From an optimization exercise on the open Yosys and OpenROAD flow, aimed at small area; shortcuts taken in it are not production practice. Function was checked by simulation only, so behaviour that the tests miss may differ from the original. No activity file was given, so power comes from the tool's default toggle rates.

== the baseline ==
==> flow/design.v (excerpt) <==
module branch_pred (
  input  logic           clk_in,
  input  logic           rst_N_in,           
  output logic           l1i_req_valid,
  output logic [63:0]    l1i_req_addr,
  input  logic           l1i_req_ready,
  input  logic           l1i_valid,
  input  logic [511:0]   l1i_line,           
  input  logic           x_resolve_valid,
  input  logic [64:0]    x_resolve,          
  input  logic           x_redirect_valid,
  input  logic [82:0]    x_redirect,         
  output logic           window_valid,
  output logic [354:0]   window,             
  output logic [63:0]    pred_pc
);
==> module branch_pred, before the edit <==
module branch_pred (
  input  logic           clk_in,
  input  logic           rst_N_in,           
  output logic           l1i_req_valid,
  output logic [63:0]    l1i_req_addr,
  input  logic           l1i_req_ready,
  input  logic           l1i_valid,
  input  logic [511:0]   l1i_line,           
  input  logic           x_resolve_valid,
  input  logic [64:0]    x_resolve,          
  input  logic           x_redirect_valid,
  input  logic [82:0]    x_redirect,         
  output logic           window_valid,
  output logic [354:0]   window,             
  output logic [63:0]    pred_pc
);
  localparam logic [2:0] K_B     = 3'd1;
  localparam logic [2:0] K_BL    = 3'd2;
  localparam logic [2:0] K_RET   = 3'd3;
  localparam logic [2:0] K_BCOND = 3'd4;
  logic          line_valid;
  logic [63:2]   cur_pc;           
  logic [63:2]   next_pc;
  logic          dec_valid;
  logic [11:0]   dec_kind;
  logic [15:0]   dec_cond;
  logic [103:0]  dec_sum;
  logic [3:0]    dec_carry;
  logic [3:0]    slot_taken;
  logic [63:2]   ras_top;
  logic          ras_push;
  logic          ras_pop;
  logic [63:2]   push_addr;
  logic [3:0]    s;                
  logic [3:0]    alive;            
  logic [3:0]    term;             
  logic [3:0]    is_bl, is_ret;
  logic [63:2]   tgt [4];          
  logic [63:2]   seq_pc;
  logic [63:6]   line_up;          
  assign s = cur_pc[5:2];
  fetch_pc_stage u_fetch (
    .clk_in(clk_in), .rst_N_in(rst_N_in),
    .next_valid(dec_valid), .next_pc(next_pc),
    .redirect_valid(x_redirect_valid), .redirect(x_redirect),
    .l1i_req_ready(l1i_req_ready), .l1i_valid(l1i_valid),
    .l1i_req_valid(l1i_req_valid), .l1i_req_addr(l1i_req_addr),
    .line_valid(line_valid), .cur_pc(cur_pc)
  );
  predecode_stage u_predecode (
    .clk_in(clk_in), .rst_N_in(rst_N_in),
    .line_valid(line_valid), .line(l1i_line), .word_idx(s), .pc_mid(cur_pc[14:6]),
    .flush(x_redirect_valid),
    .dec_valid(dec_valid), .dec_kind(dec_kind), .dec_cond(dec_cond),
    .dec_sum(dec_sum), .dec_carry(dec_carry)
  );
  gshare_pht u_pht (
    .clk_in(clk_in), .rst_N_in(rst_N_in),
    .lookup_grp(cur_pc[7:6]), .lookup_word(s), .lookup_taken(slot_taken),
    .train_valid(x_resolve_valid), .train_idx(x_resolve[8:3]), .train_taken(x_resolve[0])
  );
  return_stack u_ras (
    .clk_in(clk_in), .rst_N_in(rst_N_in),
    .push(ras_push), .push_addr(push_addr),
    .pop(ras_pop), .top(ras_top)
  );
  logic [63:28]  hi, hi_up, hi_dn;
  logic [27:6]   mid_up;
  assign hi     = cur_pc[63:28];
  assign hi_up  = hi + 36'd1;
  assign hi_dn  = hi - 36'd1;
  assign mid_up = cur_pc[27:6] + 22'd1;
  assign line_up = (&cur_pc[27:6]) ? {hi_up, 22'd0} : {hi, mid_up};
  always_comb begin
    logic        live;
    logic [2:0]  k;
    logic [12:0] offh;
    logic [13:0] c;
    logic [26:0] lo;
    logic        jmp, up, dn;
    live    = 1'b1;
    window  = '0;
    window[354:291] = {cur_pc, 2'b00};
    for (int i = 0; i < 4; i++) begin
      k         = dec_kind[3*i +: 3];
      live      = live && (i == 0 || 5'(s) + 5'(i) < 5'd16);
      alive[i]  = live;
      is_bl[i]  = live && k == K_BL;
      is_ret[i] = live && k == K_RET;
      term[i]   = live && (k == K_B || k == K_BL || k == K_RET || (k == K_BCOND && slot_taken[i]));
      offh      = dec_sum[26*i + 13 +: 13];
      c[0]      = dec_carry[i];
      for (int b = 0; b < 13; b++) begin
        lo[13 + b] = cur_pc[15 + b] ^ offh[b] ^ c[b];
        c[b+1]     = (cur_pc[15 + b] & offh[b]) | (cur_pc[15 + b] & c[b]) | (offh[b] & c[b]);
      end
      lo[12:0]  = dec_sum[26*i +: 13];
      lo[26]    = c[13];
      jmp       = live && (k == K_B || k == K_BL || k == K_BCOND);
      up        = lo[26] && !offh[12];
      dn        = !lo[26] && offh[12];
      tgt[i][27:2]  = ({26{jmp}} & lo[25:0]) | ({26{is_ret[i]}} & ras_top[27:2]);
      tgt[i][63:28] = ({36{jmp && up}} & hi_up) | ({36{jmp && dn}} & hi_dn)
                    | ({36{jmp && !up && !dn}} & hi) | ({36{is_ret[i]}} & ras_top[63:28]);
      if (live) begin
        window[290:288]        = 3'(i + 1);
        window[72*i + 69 +: 3] = k;
        window[72*i + 68]      = (k == K_BCOND) && slot_taken[i];
        window[72*i + 64 +: 4] = (k == K_BCOND) ? dec_cond[4*i +: 4] : 4'd0;
      end
      window[72*i +: 64] = {tgt[i], 2'b00};
      live = live && !term[i];
    end
  end
  logic [4:0] seq_word;
  assign seq_word = 5'(s) + 5'(window[290:288]);    
  assign seq_pc   = seq_word[4] ? {line_up, 4'd0} : {cur_pc[63:6], seq_word[3:0]};
  always_comb begin
    next_pc = (!dec_valid) ? cur_pc : (term == 4'd0) ? seq_pc : '0;
    for (int i = 0; i < 4; i++) if (dec_valid && term[i]) next_pc = next_pc | tgt[i];
  end
  assign pred_pc   = {next_pc, 2'b00};
  assign push_addr = seq_pc;
  assign ras_push     = dec_valid && (is_bl != 4'd0);
  assign ras_pop      = dec_valid && (is_ret != 4'd0);
  assign window_valid = dec_valid;
endmodule
clock: 12.0 ns
lec_check: 0
abc_area: 1
cap_margin: 30
cell_pad_in_sites_detail_placement: 1
cell_pad_in_sites_global_placement: 2
core_margin: 2
core_utilization: 35
place_density: 0.5
setup_slack_margin: 0.1
slew_margin: 45
standard.sh (not shown) runs the stock make flow with config.mk's settings and CLKGATE_MAP_FILE= SYNTH_SCRIPT=/design/flow/synth_recipe.tcl, a recipe that flattens the netlist after the stock synthesis.
==> flow/flow/run.sh <==
#!/bin/bash
# The standard layout (standard.sh) with these changes: ABC maps the logic
# with dc2 and the &nf mapper (flow/abc_area_nf.script); the ports are buffered
# with buf_1; the clock tree uses clkbuf_8 in clusters of at most 16 sinks and no dummy loads.  The
# synthesis script is the standard flow's own with the abc override inserted after its
# first line.
set -euo pipefail
here=$(pwd)
export MY_ABC_SCRIPT=$here/flow/abc_area_nf.script
{ head -n 1 synth_recipe.tcl; cat flow/abc_override.tcl; tail -n +2 synth_recipe.tcl; } > synth_nf.tcl
bash standard.sh SYNTH_SCRIPT=$here/synth_nf.tcl \
  "BUFFER_PORTS_ARGS=-buffer_cell sky130_fd_sc_hd__buf_1" \
  "CTS_ARGS=-sink_clustering_enable -repair_clock_nets -buf_list {sky130_fd_sc_hd__clkbuf_8} -dont_use_dummy_load -sink_clustering_size 16 -sink_clustering_max_diameter 60" \
  finish > $here/make_flow.log 2>&1
==> flow/flow/abc_area_nf.script <==
strash; dc2; &get -n; &st; &dch; &nf -R 1000; &put
==> flow/flow/abc_override.tcl <==
# ABC maps the logic with the script in MY_ABC_SCRIPT instead of the
# platform's; everything else in synthesis, flip-flop mapping included, stays.
proc abc {args} {
  set i [lsearch -exact $args -script]
  if { $i >= 0 && [info exists ::env(MY_ABC_SCRIPT)] } { lset args [expr {$i + 1}] $::env(MY_ABC_SCRIPT) }
  yosys abc {*}$args
}
[inputs] the candidate vs the baseline
--- a/flow/design.v
+++ b/flow/design.v
@@ -364,13 +364,25 @@
       end
       window[72*i +: 64] = {tgt[i], 2'b00};
       live = live && !term[i];
     end
   end
-  logic [4:0] seq_word;
-  assign seq_word = 5'(s) + 5'(window[290:288]);    
-  assign seq_pc   = seq_word[4] ? {line_up, 4'd0} : {cur_pc[63:6], seq_word[3:0]};
+  always_comb begin
+    logic [4:0] nw;
+    logic       wrap;
+    logic [3:0] word;
+    wrap = 1'b0;
+    word  = '0;
+    for (int j = 0; j < 4; j++) begin
+      nw = 5'(s) + 5'(j + 1);                         
+      if (alive[j] && (j == 3 || !alive[j + 1])) begin
+        wrap = wrap | nw[4];
+        word  = word | nw[3:0];
+      end
+    end
+    seq_pc = wrap ? {line_up, 4'd0} : {cur_pc[63:6], word};
+  end
   always_comb begin
     next_pc = (!dec_valid) ? cur_pc : (term == 4'd0) ? seq_pc : '0;
     for (int i = 0; i < 4; i++) if (dec_valid && term[i]) next_pc = next_pc | tgt[i];
   end
   assign pred_pc   = {next_pc, 2'b00};
--- outcome ---
In the candidate the wire length turned out 16,000 um lower than in the baseline.
Changes observed in the candidate relative to the baseline: clock buffer instance count of the final layout dropped 4; actual slew at the worst max-slew pin dropped 44 ps; synthesized netlist cell count dropped 275; global routing usage on met1 dropped 0.22 points; routed length per instance climbed 0.17 um.
As far as arithmetic-cell share of the synthesized area counting full adders, half adders and majority gates is concerned, the candidate and the baseline perform about the same.
Changes observed in the candidate relative to the baseline: sequential power ~0 delta, multiplexer share of the synthesized area +0.36 points, number of buffers and inverters on the critical path -1.
Relative to the baseline, the area of the die of the candidate is lower by 0.39%.
In summary, the candidate completed successfully, with a layout that passed the timing, DRC and antenna checks.
Between the baseline and the candidate, the flow reports maximum VDD drop increasing by a few percent.
Design area shrinks slightly when moving from the baseline to the candidate.

==> static timing again, ports no longer ideal <==
Ports are ideal in the flow. The routed layouts listed here were re-timed in OpenROAD.
Step 1 (the two cells are an assumption about what drives the block):
set clk [get_ports {clk_in}]
set_driving_cell -lib_cell sky130_fd_sc_hd__clkbuf_16 $clk
set_driving_cell -lib_cell sky130_fd_sc_hd__buf_2 [delete_from_list [all_inputs] $clk]
Step 2 times the ports against the registers' clock, not the clock port: input delays grow and output delays shrink by t, the midpoint of the rising clock arrivals with the driver on.
Three values: no drivers, after step 1, after step 2; two values: the first two.
| run | shift t [ns] | setup WS [ns] | hold slack, ns |
|---|---|---|---|
| the baseline | 1.120 | 0.258 / 0.161 / -0.705 | 0.482 / 0.482 / 0.482 |
| the candidate | 1.136 | 0.256 / 0.155 / -0.722 | 0.479 / 0.479 / 0.479 |
With both steps, setup timing fails in the baseline and the candidate, where it was met with ideal ports. The setup slack of the candidate, which loses most, moves by -0.101 ns with the drivers and by -0.978 ns with both steps.
